Context: an optimization exercise on an open-source flow, tuned for small area, a short achievable clock period and few clock cycles. The choices shown serve that exercise and are no tape-out recipe. The RTL was checked by simulation tests, not by an equivalence proof against the original design. Power figures rest on the tool's default switching activity, not on a simulated workload.

==> flow/design.v, too long to show whole: its modules and the start of the top module <==
// module mips32_pipe_core_p: 2006 lines
module mips32_pipe_core_p #(
    parameter int XLEN       = 32,
    parameter int ADDR_W     = 10,
    parameter int RESET_PC   = 0,
    parameter int FORWARD_EN = 1,
    parameter int CNT_W      = 32
) (
    input  logic              clock,
    input  logic              reset,
    output logic [ADDR_W-1:0] imem_addr,
    input  logic [31:0]       imem_rdata,
    output logic [ADDR_W-1:0] dmem_addr,
    output logic [XLEN-1:0]   dmem_wdata,
    output logic              dmem_we,
    input  logic [XLEN-1:0]   dmem_rdata,
    output logic              halted,
    output logic [CNT_W-1:0]  retired
);
  // ...
==> flow/flow/run.sh <==
#!/bin/bash
# The standard layout (standard.sh), with two changes to how it is made:
#  - the timing repair steps aim for a setup margin (the clock period and
#    constraints stay the standard flow's);
#  - the port buffers are plain buffers instead of the library's pick.
set -euo pipefail
export SETUP_SLACK_MARGIN=8.35
export BUFFER_PORTS_ARGS="-buffer_cell sky130_fd_sc_hd__buf_2"
bash standard.sh > standard_flow.log 2>&1
==> flow/standard.sh <==
#!/bin/bash
# synth_recipe.tcl (not shown) runs the flow's synth.tcl, then flattens the netlist and writes it again
# the make line also repeats each setting of config.mk as NAME=value (left out here)
make -C /OpenROAD-flow-scripts/flow DESIGN_CONFIG=/design/flow/config.mk WORK_HOME=/design/flow/orfs CLKGATE_MAP_FILE= SYNTH_SCRIPT=/design/flow/synth_recipe.tcl "${@:-finish}"
==> flow/config.mk <==
export PLATFORM = sky130hd
export DESIGN_NAME = mips32_pipe_core_p
export DESIGN_NICKNAME = mips32_pipe_core_p
export VERILOG_FILES = /design/flow/design.v
export SDC_FILE = /design/flow/constraint.sdc
export NUM_CORES = 4
export LEC_CHECK = 0
export CAP_MARGIN = 20
export CORE_MARGIN = 2
export CORE_UTILIZATION = 48
export CTS_CLUSTER_DIAMETER = 250
export CTS_CLUSTER_SIZE = 20
export PLACE_DENSITY = 0.6
export SLEW_MARGIN = 20
==> flow/constraint.sdc <==
create_clock -name core_clock -period 12.0 [get_ports {clock}]
set_input_delay 2.4000 -clock core_clock [delete_from_list [all_inputs] [get_ports {clock}]]
set_output_delay 2.4000 -clock core_clock [all_outputs]
set_load 0.01 [all_outputs]
==> impl_metrics.py, run 1 <==
metrics = {
    "finish": {
        "multi_input_area_share_pct": 39.3,
        "largest_reg_flops": 992,
        "multi_input_cells": 4056,
        "clkCellAreaFrac_pct": 2.76,
        "final_nets": 7036,
        "seqCellArea_sq_um": 40900,
        "final_cell_mix": "edfxtp_1, a22oi_1, buf_4",
        "clkbuf_count": 130,
    },
    "yosys": {
        "netlist_area_sq_um": 75600,
        "synth_adder_area_share_pct": 7.74,
        "synth_top_family_by_area": "compound AO/OA/AOI/OAI gates",
        "synth-compound-area-share_pct": 19.3,
        "ys_types": 84,
        "synth_edf_count": 1066,
    },
    "power": {
        "power.share.clock_pct": 13.8,
    },
    "sta": {
        "totalNegativeSetupSlack_ns": 0,
    },
    "die": {
        "die_area_sq_um": 161000,
        "die_h_microns": 401,
    },
    "placed_design": {
        "hpwl_mm": 197,
        "preCtsSetupSlack_ns": 6.84,
    },
    "worst_hold_path": {
        "min_path_type": "flip-flop to flip-flop",
    },
    "route": {
        "ant_nets": 0,
        "wl_per_cell_microns": 39.4,
        "wl_met2_mm": 142,
        "viasPerCell": 7.43,
    },
    "clock_network": {
        "cts_setup_buffers": 178,
        "cts_root_buffer": "clkbuf_16",
        "postCtsHoldBufs": 0,
    },
    "global_routing": {
        "busiest_layer": "met2",
        "grt_pass1_wl_mm": 470,
    },
    "setup_path": {
        "slowest_stage": "fa_1",
        "r2r_end": "r_memwb_wdata[31]",
        "path_class": "flip-flop to flip-flop",
        "cp-startpoint": "r_mq14_0",
        "rrSetupSlack_ns": 8.02,
    },
    "outcome": {
        "status": "no timing/DRC/antenna violations",
    },
}
Testbench counts, summed over its fixed seeds: cycles 77,687.
==> run 2: changes to the inputs <==
--- a/flow/design.v
+++ b/flow/design.v
@@ -38,18 +38,20 @@
     logic              r_idex_fa_ex, r_idex_fa_wb, r_idex_fa_rf;
     logic              r_idex_fb_exp, r_idex_fb_exn, r_idex_fb_wbp, r_idex_fb_wbn, r_idex_fb_rf;
     logic              r_idex_sub, r_idex_s_sum, r_idex_s_and, r_idex_s_or, r_idex_s_slt;
     logic [4:0]        r_idex_dst;
     logic [XLEN-1:0]   r_idex_a, r_idex_b;
     logic [ADDR_W-1:0] r_idex_imm;
     logic              r_exmem_valid, r_exmem_we, r_exmem_lw, r_exmem_mul, r_exmem_lw_or_mul;
     logic [4:0]        r_exmem_dst;
-    logic [XLEN-1:0]   r_exmem_alu, r_exmem_sdata;
-    logic [31:1]       r_memwb_wen;       
+    logic [XLEN-1:0]   r_exmem_alu;       
+    logic [ADDR_W-1:0] r_exmem_addr;      
+    logic              r_memwb_we;
+    logic [4:0]        r_memwb_dst;
     logic [XLEN-1:0]   r_memwb_wdata;
     logic [31:1]       r_zf;              
     logic              r_m_ex_rs, r_m_ex_rt, r_m_mem_rs, r_m_mem_rt, r_m_wb_rs, r_m_wb_rt;
     logic [5:0]      w_op;
     logic [4:0]      w_rs, w_rt, w_rd, w_dst;
     logic            w_we, w_cnt, w_uimm, w_late;
     logic [XLEN-1:0] w_rs_val, w_rt_val, w_b_val;
     logic            w_sub;
@@ -124,16 +126,17 @@
                     ({XLEN{r_idex_fb_rf}} & r_idex_b);
     logic [XLEN:0] w_sum_x;
     assign w_sum_x = {w_ex_a, 1'b1} + {w_ex_b, r_idex_sub};
     assign w_sum   = w_sum_x[XLEN:1];
     assign w_lt   = (w_ex_a[XLEN-1] == w_ex_b[XLEN-1]) ? w_ex_a[XLEN-1] : w_sum[XLEN-1];
     assign w_alu  = ({XLEN{r_idex_s_sum}} & w_sum) |
                     ({XLEN{r_idex_s_and}} & (w_ex_a & w_ex_b)) |
                     ({XLEN{r_idex_s_or}}  & (w_ex_a | w_ex_b)) |
+                    ({XLEN{r_idex_sw}}    & w_ex_b) |
                     {{(XLEN-1){1'b0}}, r_idex_s_slt & w_lt};
     assign w_saddr = w_ex_a[ADDR_W-1:0] + r_idex_imm;
     logic w_z_mem, w_z_wb, w_z_rf, w_rs_zero, w_br_late;
     assign w_z_mem   = r_exmem_alu == '0;
     assign w_z_wb    = r_memwb_wdata == '0;
     assign w_z_rf    = (w_rs == 5'd0) ? 1'b1 : r_zf[w_rs];
     assign w_rs_zero = w_mem_rs ? w_z_mem : r_m_wb_rs ? w_z_wb : w_z_rf;
     assign w_br_late = w_ex_rs || (r_exmem_lw_or_mul && w_mem_rs);
@@ -1978,31 +1981,31 @@
         r_idex_imm    <= r_ifid_ir[ADDR_W-1:0];
         r_exmem_valid <= !reset && r_idex_valid;
         r_dwe         <= !reset && r_idex_valid && r_idex_sw;
         r_exmem_dst   <= r_idex_dst;
         r_exmem_we    <= r_idex_we;
         r_exmem_lw    <= r_idex_lw;
         r_exmem_mul   <= r_idex_mul;
         r_exmem_lw_or_mul <= r_idex_lw || r_idex_mul;
-        r_exmem_alu   <= r_idex_sw ? XLEN'(w_saddr) : w_alu;
-        r_exmem_sdata <= w_ex_b;
-        for (int i = 1; i < 32; i++)
-            r_memwb_wen[i] <= reset || (r_exmem_valid && r_exmem_we && r_exmem_dst == 5'(i));
+        r_exmem_alu   <= w_alu;
+        r_exmem_addr  <= r_idex_sw ? w_saddr : w_sum[ADDR_W-1:0];
+        r_memwb_we    <= !reset && r_exmem_valid && r_exmem_we;
+        r_memwb_dst   <= r_exmem_dst;
         r_memwb_wdata <= r_exmem_lw ? dmem_rdata : (r_exmem_mul ? w_mul : r_exmem_alu);
         for (int i = 1; i < 32; i++)
-            if (r_memwb_wen[i]) begin
+            if (r_rst || (r_memwb_we && r_memwb_dst == 5'(i))) begin
                 r_rf[i] <= w_wb_data;
                 r_zf[i] <= w_wb_data == '0;
             end
         if (r_rst) r_retired <= '0;
         else if (r_idex_valid && r_idex_cnt && r_retired != '1) r_retired <= r_retired + CNT_W'(1);
         if (reset) r_halted <= 1'b0;
         else if (r_idex_valid && r_idex_hlt) r_halted <= 1'b1;
     end
     assign imem_addr  = r_pc;
-    assign dmem_addr  = ADDR_W'(r_exmem_alu);
-    assign dmem_wdata = r_exmem_sdata;
+    assign dmem_addr  = r_exmem_addr;
+    assign dmem_wdata = r_exmem_alu;
     assign dmem_we    = r_dwe;
     assign halted     = r_halted;
     assign retired    = r_retired;
 endmodule
 `default_nettype wire
==> flow/flow/run.sh (replaced) <==
#!/bin/bash
# The standard layout (standard.sh), with two changes to how it is made:
#  - the timing repair steps aim for a setup margin (the clock period and
#    constraints stay the standard flow's);
#  - the port buffers are plain buffers instead of the library's pick.
set -euo pipefail
export SETUP_SLACK_MARGIN=8
export BUFFER_PORTS_ARGS="-buffer_cell sky130_fd_sc_hd__buf_2"
bash standard.sh > standard_flow.log 2>&1
==> run 2 against run 1 <==
  * Setup slack worse by 0.22 ns
  * Count of clock-buffer cells in the layout fell by 24
  * Final area decreased by 5.6%
  * Critical path depth decreased by 4
  * Die area down 0.73%
  * Routed wire length shrank 2.3%
  * Global-route usage decreased by 0.48 points
  * Synthesized area decreased by 0.73%
  * Critical path type unchanged
==> impl_metrics.py, run 2 <==
metrics = {
    "yosys": {
        "ys_types": 88,
        "synthArstFlopShare_pct": 0,
        "synth_ff_type": "edfxtp_1",
        "netlist_area_sq_um": 75100,
        "yosys.cell_count.top_type": "edfxtp_1",
        "syn_nets": 6833,
        "yosysSeqAreaShare_pct": 52.9,
        "netlist_top_cells_count": "edfxtp_1, a22oi_1, clkbuf_1",
        "synth_top_area_share_pct": 42.6,
        "yosys_warnings": 34,
        "yosys-top-cells-area": "edfxtp_1, dfxtp_1, a22oi_1, fa_1, xnor2_1",
        "synth.avg_cell_area_sq_um": 11.7,
        "synth_edf_count": 1066,
        "synth_seq_cells": 1451,
        "syn_inst": 6415,
        "synth_area_leader_cell": "edfxtp_1",
    },
    "sta": {
        "fmax_mhz": 238,
        "layout_min_cycle_time_ns": 4.20,
        "totalNegativeSetupSlack_ns": 0,
        "setup_violations": 0,
        "hold_viol": 0,
        "slew_viol_final": 0,
        "rsz0062_at_grt": "true",
        "skew_ns": 0.0297,
        "fin_crit_sh_pct": 35.0,
        "slew_headroom_pct": 6.86,
        "worst_slew_pin_slew_ns": 1.38,
    },
    "finish": {
        "layout_commonest_cell": "edfxtp_1",
        "seqCellArea_sq_um": 39800,
        "fin_cells": 8531,
        "multi_input_area_sq_um": 33500,
        "final_util_pct": 53.1,
        "drive_above_1_share_pct": 13.0,
        "final_nets": 6858,
        "post-route-cell-area_sq_um": 82800,
        "largest_reg_flops": 992,
        "syn_to_final_growth_pct": 10.2,
        "largest-register": "r_rf",
        "fill_cells": 13400,
        "final_cell_mix": "edfxtp_1, a22oi_1, xnor2_1",
    },
    "global_routing": {
        "globalRouteOverflowTotal": 0,
        "grt_max_degree": 64,
        "grt_pass1_wl_mm": 457,
        "antenna_found_initial": 19,
        "grtUsageTotal_pct": 40.7,
        "first_global_vias": 59300,
    },
    "route": {
        "topRoutingLayerUsed": "met5",
        "ant_nets": 0,
        "vias": 63400,
        "wl_per_cell_microns": 39.4,
        "routed-wl-met3_mm": 53.5,
        "firstDrtPassIters": 15,
        "wl_met1_mm": 115,
        "viasPerCell": 7.43,
        "drt_wl_total_mm": 336,
        "first_iter_violations": 13700,
        "remaining_drc_errors": 0,
        "wl_met2_mm": 139,
    },
    "die": {
        "dieWidth_microns": 399,
        "initial_utilization_pct": 48.2,
        "die_area_sq_um": 160000,
        "boundaryPins": 152,
        "core_sq_um": 156000,
        "die_h_microns": 399,
        "fp-row-count": 145,
    },
    "setup_path": {
        "worst_setup_path_start_kind": "flip-flop",
        "cp_data_required_time_ns": 12.61,
        "path_class": "flip-flop to flip-flop",
        "endpoint_kind": "flip-flop",
        "reg2regPathDepth": 9,
        "critPathMaxFanout": 18,
        "cp.arrival_ns": 4.82,
    },
    "clock_network": {
        "postCtsHoldBufs": 0,
        "cts_buffers": 82,
        "htree_levels": 3,
        "clk_latency_ns": 0.73,
        "clock_path_buffers": 3,
        "cts_tree": "done",
        "cts.sinks": 1451,
        "cts_root_buffer": "clkbuf_16",
        "clk_pin_slew_ns": 0.10,
    },
    "power": {
        "p_per_area_nw_per_um2": 252,
        "max-vdd-ir-drop_mv": 0.344,
        "power.static_leakage_nw": 30.5,
    },
    "placed_design": {
        "portBuffers": 151,
        "placed_cell_area_sq_um": 79000,
        "hpwl_mm": 192,
        "place_congestion": 0.971,
        "dpl.cell_count": 8336,
    },
    "worst_hold_path": {
        "hold_depth": 0,
        "min_path_type": "flip-flop to flip-flop",
    },
    "run": {
        "maxCapViolations": 0,
    },
    "outcome": {
        "status": "no timing/DRC/antenna violations",
    },
}
==> run 2: changes by cell type in the layout (fill, tap and decap cells not counted), moves of 37 or more <==
cell,change
buf_4,-148
dfxtp_4,-37
dfxtp_1,+44
o21ai_0,+57
inv_1,+49
a221oi_1,+46
nand2_1,+48
buf_6,-73
dfxtp_2,-54
buf_2,+50
==> run 2: critical path, cell delays in order (launching register included) <==
cell and delay, ns:
edfxtp_1 0.65, or2_2 0.57, nor2_4 0.81, buf_4 0.61
a22o_1 0.22, a221oi_1 0.05, nand4_1 0.14, o221ai_1 0.44
a31oi_1 0.44, xnor2_1 0.09
==> run 2: path summary, 6_finish.rpt <==
path	start	end	slack (ns)
worst max-delay path	r_ifid_ir[20]	r_idex_b[21]	7.80
worst min-delay path	r_idex_lw	r_exmem_lw	0.35
worst max register to register	r_ifid_ir[20]	r_idex_b[21]	7.80
worst min register to register	r_idex_lw	r_exmem_lw	0.35
==> run 2: metrics by stage <==
| step | hold WS [ns] | worst slack [ns] | power, mW |
|---|---|---|---|
| 3_3_place_gp | 0.329 | 6.68 | 17.1 |
| 5_1_grt | 0.362 | 7.92 | 22.0 |
| 4_1_cts | 0.348 | 7.90 | 20.3 |
| 3_5_place_dp | 0.335 | 6.74 | 17.2 |
| 2_1_floorplan | 0.323 | 7.62 | 13.6 |
| 6_report | 0.348 | 7.80 | 20.9 |
==> run 2: cell families (layout without fill, tap and decap cells) <==
family | Yosys count | after routing | share of synthesized area, %
flip-flops | 1451 | 1451 | 52.9
buffers and inverters | 862 | 913 | 4.34
AO/OA/AOI/OAI | 1964 | 1964 | 20.0
multiplexers | 48 | 48 | 0.755
other | 0 | 5 | 0
XOR/XNOR | 532 | 532 | 6.22
adder cells (fa/ha/maj) | 352 | 352 | 7.80
AND/OR/NAND/NOR | 1206 | 1208 | 7.97
==> run 2: where the power goes <==
group / internal [mW] / total [mW] / switching, mW / leakage (nW)
logic: 4.30 / 11.0 / 6.71 / 15.2
clock network: 1.26 / 2.98 / 1.71 / 1.08
registers: 6.36 / 6.90 / 0.544 / 14.2
total: 11.9 / 20.9 / 8.97 / 30.5
==> run 2: routing by layer <==
metal | vias to the layer above | global-route usage (%)
met5 | - | 0.182
met4 | 32 | 26.2
met3 | 1830 | 15.5
met2 | 6136 | 59.2
met1 | 30700 | 50.5
li1 | 24600 | -
==> run 2: layout make-up <==
cell class                 count  area share (%)
clock buffer                 106            2.59
clock inverter                 6           0.103
timing repair buffer         440            3.88
inverter                     361            1.68
tap                         2058            3.11
antenna                        5          0.0151
multi-input combinational   4104            40.5
sequential                  1451            48.1
==> run 2: repair_timing <==
item                                    in CTS  in global routing
buffers inserted                            22                 50
endpoints found under the setup margin     123                 80
pin swaps                                   13                 60
cloned                                       2                  4
gates resized for setup                     90                147
Testbench counts of run 2, summed over its fixed seeds: cycles 77,687.
==> run 3: changes to the inputs <==
--- a/flow/flow/run.sh
+++ b/flow/flow/run.sh
@@ -5,5 +5,5 @@
 #  - the port buffers are plain buffers instead of the library's pick.
 set -euo pipefail
-export SETUP_SLACK_MARGIN=8
+export SETUP_SLACK_MARGIN=8.15
 export BUFFER_PORTS_ARGS="-buffer_cell sky130_fd_sc_hd__buf_2"
 bash standard.sh > standard_flow.log 2>&1
==> run 3 against run 2 <==
  * Setup slack better by 0.18 ns
  * Still clean on timing, DRC and antenna
  * Count of clock-buffer cells in the layout fell by 6
  * Routed wire length grew 1.7%
  * Sequential power hardly changed
  * Hold slack got worse by 0.0040 ns
  * Power up 4.2%
  * Utilization increased by 1.3 points
  * Final area is 2.4% higher
==> impl_metrics.py, run 3 <==
metrics = {
    "route": {
        "viasPerCell": 7.44,
        "remaining_drc_errors": 0,
        "first_iter_violations": 13400,
        "wl_per_cell_microns": 39.5,
        "firstDrtPassIters": 13,
        "ant_nets": 0,
        "drt_wl_total_mm": 342,
        "vias": 64300,
    },
    "setup_path": {
        "cp_data_required_time_ns": 12.66,
        "critPathMaxFanout": 32,
        "reg2regPathDepth": 15,
        "path_class": "flip-flop to flip-flop",
        "endpoint_kind": "flip-flop",
        "worst_setup_path_start_kind": "flip-flop",
        "r2r_end": "r_exmem_alu[28]",
        "cp.arrival_ns": 4.68,
        "timing.rr.start": "r_idex_fb_wbn",
        "rrSetupSlack_ns": 7.98,
    },
    "yosys": {
        "synth_seq_cells": 1451,
        "synth_top_area_share_pct": 42.6,
        "netlist_area_sq_um": 75100,
        "yosysSeqAreaShare_pct": 52.9,
        "synth.avg_cell_area_sq_um": 11.7,
        "yosys-top-cells-area": "edfxtp_1, dfxtp_1, a22oi_1, fa_1, xnor2_1",
        "netlist_top_cells_count": "edfxtp_1, a22oi_1, clkbuf_1",
        "synth_edf_count": 1066,
        "synth_area_leader_cell": "edfxtp_1",
        "yosys.cell_count.top_type": "edfxtp_1",
        "synth_ff_type": "edfxtp_1",
        "yosys_warnings": 34,
        "synthArstFlopShare_pct": 0,
        "syn_inst": 6415,
        "ys_types": 88,
        "syn_nets": 6833,
    },
    "sta": {
        "setup_violations": 0,
        "layout_min_cycle_time_ns": 4.02,
        "skew_ns": 0.0638,
        "fmax_mhz": 249,
        "slew_headroom_pct": 18.7,
        "slew_viol_final": 0,
        "hold_viol": 0,
        "rsz0062_at_grt": "true",
        "worst_slew_pin_slew_ns": 1.21,
        "totalNegativeSetupSlack_ns": 0,
        "fin_crit_sh_pct": 33.5,
    },
    "die": {
        "dieWidth_microns": 399,
        "die_h_microns": 399,
        "initial_utilization_pct": 48.2,
        "boundaryPins": 152,
        "die_area_sq_um": 160000,
        "fp-row-count": 145,
        "core_sq_um": 156000,
    },
    "power": {
        "p_per_area_nw_per_um2": 257,
        "power.static_leakage_nw": 31.3,
        "max-vdd-ir-drop_mv": 0.394,
    },
    "worst_hold_path": {
        "min_path_type": "flip-flop to flip-flop",
        "hold_depth": 0,
        "min_to": "r_exmem_lw",
        "hp-start": "r_idex_lw",
    },
    "clock_network": {
        "clock_path_buffers": 3,
        "clk_latency_ns": 0.78,
        "cts_root_buffer": "clkbuf_16",
        "cts_buffers": 82,
        "clk_pin_slew_ns": 0.10,
        "cts.sinks": 1451,
        "cts_tree": "done",
        "htree_levels": 3,
    },
    "global_routing": {
        "grt_pass1_wl_mm": 463,
        "first_global_vias": 59700,
        "grt_max_degree": 64,
        "antenna_found_initial": 17,
        "globalRouteOverflowTotal": 0,
        "grtUsageTotal_pct": 41.2,
    },
    "finish": {
        "post-route-cell-area_sq_um": 84800,
        "final_nets": 6971,
        "largest_reg_flops": 992,
        "final_cell_mix": "edfxtp_1, a22oi_1, nand2_1",
        "largest-register": "r_rf",
        "syn_to_final_growth_pct": 12.9,
        "fill_cells": 13200,
        "layout_commonest_cell": "edfxtp_1",
        "seqCellArea_sq_um": 39900,
        "drive_above_1_share_pct": 16.3,
        "multi_input_area_sq_um": 34100,
    },
    "placed_design": {
        "placed_cell_area_sq_um": 79100,
        "hpwl_mm": 193,
        "portBuffers": 151,
        "place_congestion": 0.978,
    },
    "outcome": {
        "status": "no timing/DRC/antenna violations",
    },
    "run": {
        "maxCapViolations": 0,
    },
}
[run 3: cells by family after synthesis]
kind of cell	synth area share, %
AND/OR/NAND/NOR	7.97
XOR/XNOR	6.22
buffers and inverters	4.34
AO/OA/AOI/OAI	20.0
flip-flops	52.9
multiplexers	0.755
adder cells (fa/ha/maj)	7.80
[run 3: final cells by class]
class                   instances  share of cell area, %
clock inverters                 7                  0.189
repair buffers                551                   5.18
diodes                         14                 0.0413
multi-input cells            4105                   40.2
flip-flops and latches       1451                   47.1
clock buffers                 100                   2.53
inverters                     361                   1.67
well taps                    2058                   3.04
repair inverters                1                 0.0133
[run 3: where the power goes]
group / switching, mW / internal [mW] / leakage (nW)
logic: 7.04 / 4.81 / 15.9
registers: 0.535 / 6.36 / 14.3
clock network: 1.74 / 1.28 / 1.11
total: 9.32 / 12.4 / 31.3
[run 3: stage by stage]
step	power, mW	utilization, %	setup slack, ns	hold WS (ns)	instances
2_1_floorplan	13.6	-	7.62	0.323	6415
3_3_place_gp	17.2	50.7	6.65	0.333	8344
3_5_place_dp	17.3	50.8	6.75	0.331	8345
4_1_cts	20.8	53.2	8.07	0.345	8546
5_1_grt	22.9	54.4	7.98	0.354	8635
6_report	21.8	54.4	7.98	0.344	8648
[run 3: worst max-delay path, cell delays in order, from the launching register on]
cell and delay [ns]:
dfxtp_1 0.31, inv_1 0.08, buf_12 0.23, o21ai_0 0.10, a221oi_1 0.75, o21ai_0 0.38, ha_1 0.41, inv_1 0.08
nor2_1 0.23, o221ai_2 0.17, a31oi_2 0.21, nand3b_1 0.19, a31oi_4 0.10, buf_4 0.15, nor3b_1 0.12, or3_1 0.35
[run 3: worst max path at each step]
stage	start	end	slack, ns
global placement	imem_rdata[22]	r_pc[9]	6.65
global route	r_idex_fb_exp	r_exmem_alu[25]	7.98
floorplan	imem_rdata[22]	r_pc[4]	7.62
finish	r_idex_fb_wbn	r_exmem_alu[28]	7.98
CTS	r_ifid_ir[21]	r_pc[3]	8.07
detailed placement	imem_rdata[22]	r_pc[9]	6.75
[run 3: metal layers]
| layer | vias to the layer above | routed length (microns) | track usage (%) |
|---|---|---|---|
| li1 | 24900 | - | - |
| met5 | - | 319 | 1.57 |
| met2 | 6432 | 140000 | 59.4 |
| met4 | 22 | 29600 | 26.6 |
| met3 | 1856 | 55100 | 16.2 |
| met1 | 31100 | 116000 | 51.4 |
[run 3: what timing repair did]
| item | 4_1_cts | 5_1_grt |
|---|---|---|
| setup buffers | 89 | 79 |
| gates resized for setup | 222 | 255 |
| pin swaps | 44 | 95 |
| hold buffers | 0 | 0 |
| gates cloned | 5 | 9 |
| endpoints found under the setup margin | 170 | 105 |
==> run 4: changes to the inputs <==
--- a/flow/flow/run.sh
+++ b/flow/flow/run.sh
@@ -5,5 +5,5 @@
 #  - the port buffers are plain buffers instead of the library's pick.
 set -euo pipefail
-export SETUP_SLACK_MARGIN=8.15
+export SETUP_SLACK_MARGIN=8.25
 export BUFFER_PORTS_ARGS="-buffer_cell sky130_fd_sc_hd__buf_2"
 bash standard.sh > standard_flow.log 2>&1
==> run 4 against run 3 <==
  * Hold slack better by 0.0035 ns
  * Highest routed layer unchanged
  * Still clean on timing, DRC and antenna
  * Fmax is 1.5% higher
  * Setup slack better by 0.059 ns
  * Count of clock-buffer cells in the layout is 10 higher
  * Non-clock buffer count is 64 higher
  * First-iteration DRC count is 0.19% higher
  * Sequential share of layout area is 0.76 points lower
  * Final area is 1.8% higher
==> impl_metrics.py, run 4 <==
metrics = {
    "yosys": {
        "yosysSeqAreaShare_pct": 52.9,
        "netlist_area_sq_um": 75100,
        "synth_adder_area_share_pct": 7.80,
        "synth-compound-area-share_pct": 20.0,
        "yosys.cell_count.top_type": "edfxtp_1",
        "synth.avg_cell_area_sq_um": 11.7,
        "synth_area_leader_cell": "edfxtp_1",
        "netlist_top_cells_count": "edfxtp_1, a22oi_1, clkbuf_1",
        "syn_inst": 6415,
        "synth_edf_count": 1066,
        "synth_top_area_share_pct": 42.6,
        "synth_seq_cells": 1451,
        "yosys-top-cells-area": "edfxtp_1, dfxtp_1, a22oi_1, fa_1, xnor2_1",
        "synth_top_family_by_area": "compound AO/OA/AOI/OAI gates",
        "synth_ff_type": "edfxtp_1",
        "synthArstFlopShare_pct": 0,
        "ys_types": 88,
        "synthXorXnorAreaFrac_pct": 6.22,
        "synthSimpleGateAreaFrac_pct": 7.97,
        "yosys_warnings": 34,
        "synth_mux_area_share_pct": 0.755,
        "syn_nets": 6833,
    },
    "sta": {
        "fmax_mhz": 252,
        "setup_ws_ns": 8.03,
        "rsz0062_at_grt": "true",
        "layout_min_cycle_time_ns": 3.97,
        "setup_violations": 0,
        "fin_crit_sh_pct": 33.0,
        "totalNegativeSetupSlack_ns": 0,
        "slew_headroom_pct": 21.9,
        "slew_viol_final": 0,
        "skew_ns": 0.0635,
        "worst_slew_pin_slew_ns": 1.17,
        "hold_viol": 0,
    },
    "finish": {
        "layout_commonest_cell": "edfxtp_1",
        "multi_input_area_sq_um": 34500,
        "largest_reg_flops": 992,
        "seqCellArea_sq_um": 40000,
        "final_nets": 7035,
        "syn_to_final_growth_pct": 14.9,
        "final_cell_mix": "edfxtp_1, a22oi_1, xnor2_1",
        "largest-register": "r_rf",
        "fill_cells": 13100,
        "drive_above_1_share_pct": 18.3,
    },
    "route": {
        "drt_wl_total_mm": 345,
        "viasPerCell": 7.40,
        "wl_per_cell_microns": 39.6,
        "remaining_drc_errors": 0,
        "first_iter_violations": 13400,
        "vias": 64500,
        "firstDrtPassIters": 11,
        "ant_nets": 0,
    },
    "setup_path": {
        "critPathMaxFanout": 32,
        "path_class": "flip-flop to flip-flop",
        "worst_setup_path_start_kind": "flip-flop",
        "cp_data_required_time_ns": 12.68,
        "cp.arrival_ns": 4.65,
        "endpoint_kind": "flip-flop",
    },
    "power": {
        "power.static_leakage_nw": 32.0,
        "p_per_area_nw_per_um2": 255,
        "max-vdd-ir-drop_mv": 0.434,
        "total_power_mw": 22.0,
    },
    "placed_design": {
        "hpwl_mm": 192,
        "portBuffers": 151,
        "place_congestion": 0.978,
        "preCtsSetupSlack_ns": 6.70,
    },
    "outcome": {
        "status": "no timing/DRC/antenna violations",
    },
    "global_routing": {
        "grtUsageMet1_pct": 51.1,
        "grt_max_degree": 64,
        "use_met2_pct": 60.0,
        "antenna_found_initial": 24,
        "grtUsageMet3_pct": 17.0,
        "grtUsageTotal_pct": 41.4,
        "first_global_vias": 60300,
        "globalRouteOverflowTotal": 0,
        "grt_pass1_wl_mm": 465,
        "busiest_layer": "met2",
    },
    "clock_network": {
        "htree_levels": 3,
        "clk_pin_slew_ns": 0.09,
        "cts_tree": "done",
        "clock_path_buffers": 3,
        "cts.sinks": 1451,
        "cts_buffers": 82,
        "clk_latency_ns": 0.78,
        "cts_root_buffer": "clkbuf_16",
    },
    "run": {
        "maxCapViolations": 0,
    },
    "die": {
        "die_area_sq_um": 160000,
        "boundaryPins": 152,
        "dieWidth_microns": 399,
        "fp-row-count": 145,
        "die_h_microns": 399,
        "core_sq_um": 156000,
        "initial_utilization_pct": 48.2,
    },
    "worst_hold_path": {
        "min_path_type": "flip-flop to flip-flop",
    },
}
run 4: cell counts after synthesis:
Identical to the previous run, type by type.
run 4: cells by family (layout without fill, tap and decap cells):
| family | count (synthesis) | count (layout) |
|---|---|---|
| AOI/OAI and AO/OA | 1964 | 1965 |
| xor gates and xnor gates | 532 | 532 |
| adders and majority gates | 352 | 352 |
| buffers and inverters | 862 | 1094 |
| DFF | 1451 | 1451 |
| muxes | 48 | 48 |
| other | 0 | 4 |
| and+or+nand+nor | 1206 | 1208 |
run 4: what timing repair did:
item,4_1_cts,5_1_grt
hold buffers,0,0
pin swaps,76,119
cloned,8,15
resized for setup,360,328
buffers inserted,141,91
setup endpoints to repair,246,159
run 4: cell type report:
class | instances | share of cell area (%)
multi-input cells | 4105 | 40.0
inverters | 361 | 1.66
diodes | 4 | 0.0116
repair inverters | 1 | 0.0131
repair buffers | 615 | 6.26
clock inverters | 7 | 0.186
well taps | 2058 | 2.99
clock buffers | 110 | 2.53
flip-flops and latches | 1451 | 46.4
run 4: worst paths after layout:
path	slack (ns)	start	cells past startpoint	endpoint
max reg2reg	8.03	r_ifid_ir[19]	10	r_idex_b[5]
min reg2reg	0.35	r_idex_lw	0	r_exmem_lw
min	0.35	r_idex_lw	0	r_exmem_lw
max	8.03	r_ifid_ir[19]	10	r_idex_b[5]
run 4: per-layer routing:
layer	share of wire, %	vias up
li1	-	25000
met1	34	31200
met2	41	6346
met3	16	1846
met4	8.6	36
met5	0.20	-
run 4: critical path, cell delays in order (launching register included):
cell,delay (ns)
edfxtp_1,0.54
nand3b_1,0.62
nor2_4,0.03
buf_4,0.40
a22o_1,0.39
a221oi_1,0.21
nand3_1,0.12
nor4_1,0.94
o211ai_1,0.26
o21ai_0,0.18
xnor2_1,0.15
run 4: stage by stage:
step / utilization [%] / hold WS (ns) / cell area [sq um] / std cells
global route: 55.3 / 0.357 / 86200 / 8710
floorplan: - / 0.323 / 75300 / 6415
global placement: 50.7 / 0.335 / 79000 / 8336
detailed placement: 50.7 / 0.330 / 79100 / 8336
finish: 55.3 / 0.348 / 86300 / 8712
CTS: 53.8 / 0.344 / 83900 / 8602
run 4: power breakdown:
| part | total, mW | leakage, nW | switching (mW) | internal, mW |
|---|---|---|---|---|
| registers | 6.85 | 14.3 | 0.496 | 6.36 |
| logic | 12.1 | 16.6 | 7.15 | 5.00 |
| clock network | 3.04 | 1.12 | 1.75 | 1.29 |
| total | 22.0 | 32.0 | 9.39 | 12.6 |

-- separate check: timing with driven ports --
How much do the figures lean on ideal ports? The routed layouts below were timed once more, with nothing changed but the port constraints.
Step 1 assumes that a clkbuf_16 drives the clock port and a buf_2 every other input.
Step 2 times the ports against the registers' clock, not the clock port: input delays grow and output delays shrink by t, the midpoint of the rising clock arrivals with the driver on.
a / b / c = ideal ports / drivers / drivers and shift; a / b = the first two.
| run | t, ns | slack for setup (ns) | worst setup path after step 2 | worst data-port slew with drivers (ns) | cell pins on the clock port's net |
|---|---|---|---|---|---|
| run 1 | 0.824 | 8.016 / 8.016 / 7.357 | input to register | 0.09 | 1 |
| run 2 | 0.802 | 7.798 / 7.798 / 7.300 | input to register | 0.10 | 1 |
| run 3 | 0.825 | 7.976 / 7.976 / 7.327 | input to register | 0.07 | 1 |
| run 4 | 0.831 | 8.035 / 8.035 / 7.349 | input to register | 0.08 | 1 |
After both steps every run listed still meets setup and hold. The setup slack of run 4, which loses most, moves by 0.000 ns with the drivers and by -0.686 ns with both steps.
